Source: an optimization exercise on an open RTL-to-GDS flow (aim: small area and a short achievable clock period). Production flows keep margins and buffers that such runs may drop. In this exercise RTL edits were held to simulation tests only and were not proved equivalent to the original.

==> flow/design.v (excerpt) <==
module pe_mac_array
#(
  parameter int DATA_WIDTH = nmcu_pkg::DATA_WIDTH,
  parameter int ACC_WIDTH  = nmcu_pkg::ACC_WIDTH,
  parameter int NUM_LANES  = 8
) (
  input  logic                            clk,
  input  logic                            rst_n,
  input  logic                            in_valid_i,
  output logic                            in_ready_o,
  input  logic [NUM_LANES*DATA_WIDTH-1:0] a_i,
  input  logic [NUM_LANES*DATA_WIDTH-1:0] b_i,
  input  logic                            first_i,
  input  logic                            last_i,
  output logic                            out_valid_o,
  input  logic                            out_ready_i,
  output logic [NUM_LANES*DATA_WIDTH-1:0] result_o,
  output logic [NUM_LANES*ACC_WIDTH-1:0]  acc_o,
  output logic [NUM_LANES-1:0]            sat_o,
  output logic                            busy_o,
  output nmcu_pkg::pe_mac_state_e        state_o
);
  nmcu_pkg::pe_mac_state_e state_q;
  logic          ready;
  logic          accept;
  logic          load;
  logic          open_group;
  assign ready       = (state_q == nmcu_pkg::IDLE) || (state_q == nmcu_pkg::ACCUM);
  assign in_ready_o  = rst_n && ready;
  assign accept      = in_valid_i && in_ready_o;
  assign load        = in_valid_i && ready;
  assign out_valid_o = (state_q == nmcu_pkg::DRAIN);
  assign busy_o      = (state_q != nmcu_pkg::IDLE);
  assign state_o     = state_q;
  assign open_group  = first_i || (state_q == nmcu_pkg::IDLE);
  always_ff @(posedge clk or negedge rst_n) begin
    if (!rst_n) begin
      state_q <= nmcu_pkg::IDLE;
    end else begin
      case (state_q)
        nmcu_pkg::IDLE, nmcu_pkg::ACCUM: if (accept) state_q <= last_i ? nmcu_pkg::FLUSH : nmcu_pkg::ACCUM;
        nmcu_pkg::FLUSH:       state_q <= nmcu_pkg::DRAIN;
        nmcu_pkg::DRAIN:       if (out_ready_i) state_q <= nmcu_pkg::IDLE;
        default:     state_q <= nmcu_pkg::IDLE;
      endcase
    end
  end
  for (genvar n = 0; n < NUM_LANES; n++) begin : g_lane
    pe_mac_lane #(
      .DATA_WIDTH(DATA_WIDTH),
      .ACC_WIDTH (ACC_WIDTH)
    ) u_lane (
      .clk    (clk),
      .load_en(load),
      .acc_clr(open_group),
      .a      (a_i[n*DATA_WIDTH +: DATA_WIDTH]),
      .b      (b_i[n*DATA_WIDTH +: DATA_WIDTH]),
  ...
Size in the first run: about 4,200 cells after synthesis, about 0.034 mm2 of cells after synthesis.
clock: 6.0 ns
lec_check: 0
abc_area: 1
cap_margin: 20
core_margin: 2
core_utilization: 40
cts_cluster_diameter: 100
cts_cluster_size: 22
setup_slack_margin: 2.8
slew_margin: 20
tns_end_percent: 10
standard.sh (not shown) runs the stock make flow with config.mk's settings and CLKGATE_MAP_FILE= SYNTH_SCRIPT=/design/flow/synth_recipe.tcl, a recipe that flattens the netlist after the stock synthesis.
==> flow/flow/run.sh <==
#!/bin/bash
# Own layout flow: the standard flow (the standard.sh, all steps) with
# the port buffers made from buf_1 cells instead of ORFS's default choice.
# Each tool's output goes to the ORFS logs under orfs/logs; this script's
# own output goes to run.log.
set -e
{
  echo "== standard.sh"; cat standard.sh
  echo "== config.mk"; cat config.mk
  export BUFFER_PORTS_ARGS="-buffer_cell sky130_fd_sc_hd__buf_1"
  bash standard.sh
} > run.log 2>&1
==> next run, changes <==
--- a/flow/design.v
+++ b/flow/design.v
@@ -121,52 +121,52 @@
   logic ms23;
   logic mc23;
   logic ms24;
   logic mc24;
   assign bo0 = b[0] & load_en;
   assign bt0 = (b[1] & ~b[0]) & load_en;
-  assign bn0 = b[1];
+  assign bn0 = b[1] & load_en;
   assign pp0_0 = (bo0 & a[0]) ^ bn0;
   assign pp0_1 = ((bo0 & a[1]) | (bt0 & a[0])) ^ bn0;
   assign pp0_2 = ((bo0 & a[2]) | (bt0 & a[1])) ^ bn0;
   assign pp0_3 = ((bo0 & a[3]) | (bt0 & a[2])) ^ bn0;
   assign pp0_4 = ((bo0 & a[4]) | (bt0 & a[3])) ^ bn0;
   assign pp0_5 = ((bo0 & a[5]) | (bt0 & a[4])) ^ bn0;
   assign pp0_6 = ((bo0 & a[6]) | (bt0 & a[5])) ^ bn0;
   assign pp0_7 = ((bo0 & a[7]) | (bt0 & a[6])) ^ bn0;
   assign pp0_8 = ((bo0 & a[7]) | (bt0 & a[7])) ^ bn0;
   assign ppn0 = ~pp0_8;
   assign bo1 = (b[2] ^ b[1]) & load_en;
   assign bt1 = ((b[3] & ~b[2] & ~b[1]) | (~b[3] & b[2] & b[1])) & load_en;
-  assign bn1 = b[3];
+  assign bn1 = b[3] & load_en;
   assign pp1_0 = (bo1 & a[0]) ^ bn1;
   assign pp1_1 = ((bo1 & a[1]) | (bt1 & a[0])) ^ bn1;
   assign pp1_2 = ((bo1 & a[2]) | (bt1 & a[1])) ^ bn1;
   assign pp1_3 = ((bo1 & a[3]) | (bt1 & a[2])) ^ bn1;
   assign pp1_4 = ((bo1 & a[4]) | (bt1 & a[3])) ^ bn1;
   assign pp1_5 = ((bo1 & a[5]) | (bt1 & a[4])) ^ bn1;
   assign pp1_6 = ((bo1 & a[6]) | (bt1 & a[5])) ^ bn1;
   assign pp1_7 = ((bo1 & a[7]) | (bt1 & a[6])) ^ bn1;
   assign pp1_8 = ((bo1 & a[7]) | (bt1 & a[7])) ^ bn1;
   assign ppn1 = ~pp1_8;
   assign bo2 = (b[4] ^ b[3]) & load_en;
   assign bt2 = ((b[5] & ~b[4] & ~b[3]) | (~b[5] & b[4] & b[3])) & load_en;
-  assign bn2 = b[5];
+  assign bn2 = b[5] & load_en;
   assign pp2_0 = (bo2 & a[0]) ^ bn2;
   assign pp2_1 = ((bo2 & a[1]) | (bt2 & a[0])) ^ bn2;
   assign pp2_2 = ((bo2 & a[2]) | (bt2 & a[1])) ^ bn2;
   assign pp2_3 = ((bo2 & a[3]) | (bt2 & a[2])) ^ bn2;
   assign pp2_4 = ((bo2 & a[4]) | (bt2 & a[3])) ^ bn2;
   assign pp2_5 = ((bo2 & a[5]) | (bt2 & a[4])) ^ bn2;
   assign pp2_6 = ((bo2 & a[6]) | (bt2 & a[5])) ^ bn2;
   assign pp2_7 = ((bo2 & a[7]) | (bt2 & a[6])) ^ bn2;
   assign pp2_8 = ((bo2 & a[7]) | (bt2 & a[7])) ^ bn2;
   assign ppn2 = ~pp2_8;
   assign bo3 = (b[6] ^ b[5]) & load_en;
   assign bt3 = ((b[7] & ~b[6] & ~b[5]) | (~b[7] & b[6] & b[5])) & load_en;
-  assign bn3 = b[7];
+  assign bn3 = b[7] & load_en;
   assign pp3_0 = (bo3 & a[0]) ^ bn3;
   assign pp3_1 = ((bo3 & a[1]) | (bt3 & a[0])) ^ bn3;
   assign pp3_2 = ((bo3 & a[2]) | (bt3 & a[1])) ^ bn3;
   assign pp3_3 = ((bo3 & a[3]) | (bt3 & a[2])) ^ bn3;
   assign pp3_4 = ((bo3 & a[4]) | (bt3 & a[3])) ^ bn3;
   assign pp3_5 = ((bo3 & a[5]) | (bt3 & a[4])) ^ bn3;
@@ -416,22 +416,22 @@
       all0[i] = all0[i-1] & !hi[i-1];
     end
   end
   logic [15:0] hi_inc, hi_dec;
   assign hi_inc  = hi ^ all1;
   assign hi_dec  = hi ^ all0;
-  assign hi_next = inc ? hi_inc : dec ? hi_dec : hi;
+  assign hi_next = lo_sum[17] ? hi_inc : lo_sum[16] ? hi : hi_dec;
   logic hz_next, ho_next, z15, o15;
   assign z15 = (hi[15:1] == '0);
   assign o15 = (hi[15:1] == '1);
-  assign hz_next = inc ? (o15 & hi[0])
-                 : dec ? (z15 & hi[0])
-                 :       (z15 & !hi[0]);
-  assign ho_next = inc ? (o15 & !hi[0])
-                 : dec ? (z15 & !hi[0])
-                 :       (o15 & hi[0]);
+  assign hz_next = lo_sum[17] ? (o15 & hi[0])
+                 : lo_sum[16] ? (z15 & !hi[0])
+                 :              (z15 & hi[0]);
+  assign ho_next = lo_sum[17] ? (o15 & !hi[0])
+                 : lo_sum[16] ? (o15 & hi[0])
+                 :              (z15 & !hi[0]);
   logic lz_next, lo_next;
   assign lz_next = (lo_sum[15:7] == '0);
   assign lo_next = (lo_sum[15:7] == '1);
   logic inr_q, inr_next;
   assign inr_next = (hz_next & lz_next) | (ho_next & lo_next);
   always_ff @(posedge clk) begin
Fmax goes up by a few percent.
Synthesized cell count goes down slightly.
Register-to-register slack improves by 0.02 ns.
Wire length goes up slightly.
Global-route usage goes up by 0.32 points.
Design area goes up slightly.

==> separate check: timing with driven ports <==
In the flow no input, the clock included, has a driving cell. The finished layouts below were timed again as built, in two steps.
Step 1 (the two cells are an assumption about what drives the block):
set clk [get_ports {clk}]
set_driving_cell -lib_cell sky130_fd_sc_hd__clkbuf_16 $clk
set_driving_cell -lib_cell sky130_fd_sc_hd__buf_2 [delete_from_list [all_inputs] $clk]
Step 2 adds t to the input delays and takes it off the output delays; t is the mean of the earliest and latest rising clock arrival at the registers after step 1. Input paths then give back, and output paths get back, about the clock's delay inside the block.
a / b / c = ideal / step 1 / step 2; a / b = the first two.
| run | shift t [ns] | setup WS [ns] | worst setup path at the end | worst slew at a driven data input, ns | cell pins on the clock port's net |
|---|---|---|---|---|---|
| the first run | 0.627 | 2.644 / 2.683 / 2.056 | input to register | 0.07 | 1 |
| the second run | 0.684 | 2.812 / 2.745 / 2.147 | input to register | 0.11 | 1 |
After both steps setup and hold are still met in every run listed. For the second run, which loses most, drivers alone change the setup slack by -0.067 ns; drivers and shift together by -0.665 ns.
